This is an optimization exercise on Yosys and OpenROAD, whose aim is small area, a short achievable clock period and few clock cycles per item, not a production implementation.
The RTL was checked by simulation tests, not by an equivalence proof against the original design.

== oak ==
// accumulating_pid_controller
module accumulating_pid_controller (
  input  logic                 clk,
  input  logic                 rst_n,
  input  logic                 in_valid,
  output logic                 in_ready,
  input  logic [89:0]          in_data,
  output logic                 out_valid,
  input  logic                 out_ready,
  output logic [64:0]          out_data,
  input  logic                 cfg_valid,
  output logic                 cfg_ready,
  input  logic [CFG_IDX_W-1:0] cfg_index,
  input  logic [DATA_W-1:0]    cfg_data
);
  localparam int NT = 13;    
  function automatic logic [31:0] mag32(input logic [31:0] x);
    mag32 = x[31] ? (32'd0 - x) : x;
  endfunction
  function automatic logic [31:0] sat_mag(input logic neg, input logic [47:0] m);
    if (neg) begin
      if (m > 48'h0_8000_0000) sat_mag = 32'h8000_0000;
      else sat_mag = 32'd0 - m[31:0];
    end else begin
      if (m > 48'h0_7FFF_FFFF) sat_mag = 32'h7FFF_FFFF;
      else sat_mag = m[31:0];
    end
  endfunction
  function automatic logic [31:0] sat34(input logic [33:0] x);
    if (!x[33] && (x[32] | x[31])) sat34 = 32'h7FFF_FFFF;
    else if (x[33] && !(x[32] & x[31])) sat34 = 32'h8000_0000;
    else sat34 = x[31:0];
  endfunction
  function automatic logic [24:0] ksub26(input logic [25:0] t, input logic [25:0] b);
    logic [25:0] g, p, gn, pn, c;
    g = t & b;
    p = t ^ b;
    g[0] = t[0] | b[0];
    for (int s = 1; s < 26; s = s * 2) begin
      gn = g;
      pn = p;
      for (int i = 0; i < 26; i++) begin
        if ((i / s) % 2 == 1) begin
          gn[i] = g[i] | (p[i] & g[(i / s) * s - 1]);
          pn[i] = p[i] & p[(i / s) * s - 1];
        end
      end
      g = gn;
      p = pn;
    end
    c = {g[24:0], 1'b1};
    p = t ^ b;
    ksub26 = {g[25], p[23:0] ^ c[23:0]};
  endfunction
  function automatic logic [57:0] divr4(input logic [23:0] r, input logic [33:0] nq,
                                        input logic [23:0] ndv, input logic [25:0] nd3);
    logic [25:0] y;
    logic [24:0] s1, s2, s3;
    y  = {r, nq[33:32]};
    s1 = ksub26(y, {2'b11, ndv});
    s2 = ksub26(y, {1'b1, ndv, 1'b1});
    s3 = ksub26(y, nd3);
    divr4 = {(s3[24] ? s3[23:0] : s2[24] ? s2[23:0] : s1[24] ? s1[23:0] : y[23:0]),
             nq[31:0], s2[24], s3[24] | (s1[24] & ~s2[24])};
  endfunction
  ...
For scale: ~2000 flip-flops, about 200 I/O pins, roughly 0.21 sq mm of cells after synthesis.
Settings: LEC_CHECK=0, CAP_MARGIN=20, CORE_MARGIN=2, CORE_UTILIZATION=50, SETUP_SLACK_MARGIN=5, SLEW_MARGIN=20; clock period 13.0 ns.
run.sh (not shown) runs the stock make flow with config.mk's settings and CLKGATE_MAP_FILE= SYNTH_SCRIPT=/design/flow/synth_recipe.tcl, a recipe that flattens the netlist after the stock synthesis.
Testbench counts of oak, summed over its fixed seeds: cycles 2,520, items 2,400.
The following lists how pine was set up differently from oak:
-- flow/design.v --
<<< oak, line 231
  logic [NT:1] tv, tu, ts;      
  logic        o_valid;
  logic [64:0] o_data;
  logic        adv;
  assign adv = !o_valid || out_ready;
>>> pine, line 231
  logic [NT:1] tv, tu, ts;      
  logic        o_valid;
  logic        adv;
  assign adv = !o_valid || out_ready;
<<< oak, line 246
  assign in_ready = adv && !((i_op == 2'd2) && tu[1]) && !((i_op == 2'd3) && busy);
  assign take     = in_valid && in_ready;
  logic [31:0] target_r, meas_r, err_r, errp_r, acc_r, ctrl_r, chg_r;
  logic [33:0] dif_vm, dif_tv;
  logic [32:0] de;
>>> pine, line 245
  assign in_ready = adv && !((i_op == 2'd2) && tu[1]) && !((i_op == 2'd3) && busy);
  assign take     = in_valid && in_ready;
  logic [31:0] target_r, meas_r, err_r, errp_r, acc_r;
  logic [31:0] o_ctrl, o_chg;      
  logic        o_skip;
  logic [31:0] rcp;               
  logic        rp;
  logic [33:0] dif_vm, dif_tv;
  logic [32:0] de;
<<< oak, line 274
  logic [47:0] il4, pl4;
  logic [47:0] ir5, pr5;
  logic [31:0] p5, i5;
  logic [32:0] pi6;
  logic [32:0] ds6;
>>> pine, line 277
  logic [47:0] il4, pl4;
  logic [47:0] ir5, pr5;
  logic [32:0] pi5;                
  logic [32:0] pi6;
  logic [32:0] ds6;
<<< oak, line 295
  logic             ag_new;
  logic [47:0]      muli, mulp;
  logic [33:0]      dm6;
  logic             dneg;
>>> pine, line 298
  logic             ag_new;
  logic [47:0]      muli, mulp;
  logic [31:0]      p_s, i_s;
  logic [33:0]      dm6;
  logic             dneg;
<<< oak, line 348
    muli = 48'(am4 * kih) + 48'(il4 >> 16);
    mulp = 48'(e4 * kph) + 48'(pl4 >> 16);
    dm6  = ov6 ? 34'h1_0000_0000 : 34'(({2'd0, dv6a[33:0]} + 36'd2) >> 2);
    dneg = sd6 ^ kds;
>>> pine, line 352
    muli = 48'(am4 * kih) + 48'(il4 >> 16);
    mulp = 48'(e4 * kph) + 48'(pl4 >> 16);
    p_s = sat_mag(se5 ^ kps, pr5);
    i_s = sat_mag(ag5 ^ kis, ir5);
    dm6  = ov6 ? 34'h1_0000_0000 : 34'(({2'd0, dv6a[33:0]} + 36'd2) >> 2);
    dneg = sd6 ^ kds;
<<< oak, line 353
    else dsat = (dm6 > 34'h0_7FFF_FFFF) ? 33'h0_7FFF_FFFF : dm6[32:0];
    sum6 = dn6 ? ({pi6[32], pi6} - {1'b0, ds6}) : ({pi6[32], pi6} + {1'b0, ds6});
    cs_sum = {{2{ctrl_r[31]}}, ctrl_r} + {{2{chg7[31]}}, chg7};
    s_sat  = sat34(cs_sum);
    if (s_sat_s > cei_s) ctrl_new = cei_r;
>>> pine, line 359
    else dsat = (dm6 > 34'h0_7FFF_FFFF) ? 33'h0_7FFF_FFFF : dm6[32:0];
    sum6 = dn6 ? ({pi6[32], pi6} - {1'b0, ds6}) : ({pi6[32], pi6} + {1'b0, ds6});
    cs_sum = {{2{o_ctrl[31]}}, o_ctrl} + {{2{chg7[31]}}, chg7};
    s_sat  = sat34(cs_sum);
    if (s_sat_s > cei_s) ctrl_new = cei_r;
<<< oak, line 382
      errp_r   <= '0;
      acc_r    <= '0;
      ctrl_r   <= '0;
      chg_r    <= '0;
    end else begin
      if (take) begin
>>> pine, line 388
      errp_r   <= '0;
      acc_r    <= '0;
      rcp      <= '0;
      rp       <= 1'b0;
    end else begin
      if (take) begin
<<< oak, line 403
            errp_r   <= '0;
            acc_r    <= '0;
            ctrl_r   <= i_rc;
            chg_r    <= '0;
          end
        endcase
      end
      if (adv && tu[5]) acc_r <= acc_new;
      if (adv && tu[13]) begin
        ctrl_r <= ctrl_new;
        chg_r  <= chg7;
      end
    end
  end
>>> pine, line 409
            errp_r   <= '0;
            acc_r    <= '0;
            rcp      <= i_rc;
            rp       <= 1'b1;
          end
        endcase
      end
      if (adv && tu[5]) acc_r <= acc_new;
      if (adv && tv[NT]) rp <= 1'b0;
    end
  end
<<< oak, line 474
      if (tu[9]) begin
        {r5, nq5} <= dv5b;
        p5 <= sat_mag(se5 ^ kps, pr5);
        i5 <= sat_mag(ag5 ^ kis, ir5);
      end
      if (tu[10]) begin
        {r6, nq6} <= dv5b;  ov6 <= ov5;
        pi6 <= {p5[31], p5} + {i5[31], i5};
        sd6 <= sd5;  dt6 <= dt5;  d36 <= d35;
      end
>>> pine, line 477
      if (tu[9]) begin
        {r5, nq5} <= dv5b;
        pi5 <= {p_s[31], p_s} + {i_s[31], i_s};
      end
      if (tu[10]) begin
        {r6, nq6} <= dv5b;  ov6 <= ov5;
        pi6 <= pi5;
        sd6 <= sd5;  dt6 <= dt5;  d36 <= d35;
      end
<<< oak, line 489
    end
  end
  logic [64:0] res;
  assign res = tu[NT] ? {ctrl_new, chg7, 1'b0}
                      : {(ts[NT] ? 32'd0 : ctrl_r), chg_r, ts[NT]};
  always_ff @(posedge clk) begin
    if (!rst_n) o_valid <= 1'b0;
    else if (adv) o_valid <= tv[NT];
  end
  always_ff @(posedge clk) begin
    if (adv && tv[NT]) o_data <= res;
  end
  assign out_valid = o_valid;
  assign out_data  = o_data;
endmodule
>>> pine, line 491
    end
  end
  always_ff @(posedge clk) begin
    if (!rst_n) begin
      o_valid <= 1'b0;
      o_ctrl  <= '0;
      o_chg   <= '0;
      o_skip  <= 1'b0;
    end else if (adv) begin
      o_valid <= tv[NT];
      if (tv[NT]) begin
        o_skip <= ts[NT];
        if (rp) begin
          o_ctrl <= rcp;
          o_chg  <= '0;
        end else if (tu[NT]) begin
          o_ctrl <= ctrl_new;
          o_chg  <= chg7;
        end
      end
    end
  end
  assign out_valid = o_valid;
  assign out_data  = {(o_skip ? 32'd0 : o_ctrl), o_chg, o_skip};
endmodule
### Flow results
- oak → pine: layout cell share with drive strength beyond 1 now smaller, data required time of the worst path saw a decrease.
- NOTE: global-route usage in pine exceeds that of oak
- pine gives less maximum cell stage delay along the critical path than oak did.
Testbench counts of pine, summed over its fixed seeds: cycles 2,520, items 2,400.

## separate check: timing with driven ports
The flow's constraints put no driver on any port. The routed layouts listed below were extracted and timed again, unchanged, in two steps.
Step 1 sets driving cells, clkbuf_16 on the clock port and buf_2 on the other inputs (assumed; they add their load-dependent delay and slew).
Step 2 also shifts input and output timing later by t, the mid clock arrival at the registers, as if the neighbouring blocks saw the same clock.
Slacks: no drivers / after step 1 / after step 2; pairs: no drivers / after step 1.
run	shift t [ns]	setup slack, ns	cell pins on the clock port's net
oak	1.050	5.087 / 5.087 / 4.412	1
pine	1.060	5.099 / 5.099 / 4.862	1
After both steps every run listed still meets setup and hold. For oak, which loses most, drivers alone change the setup slack by 0.000 ns; drivers and shift together by -0.675 ns.
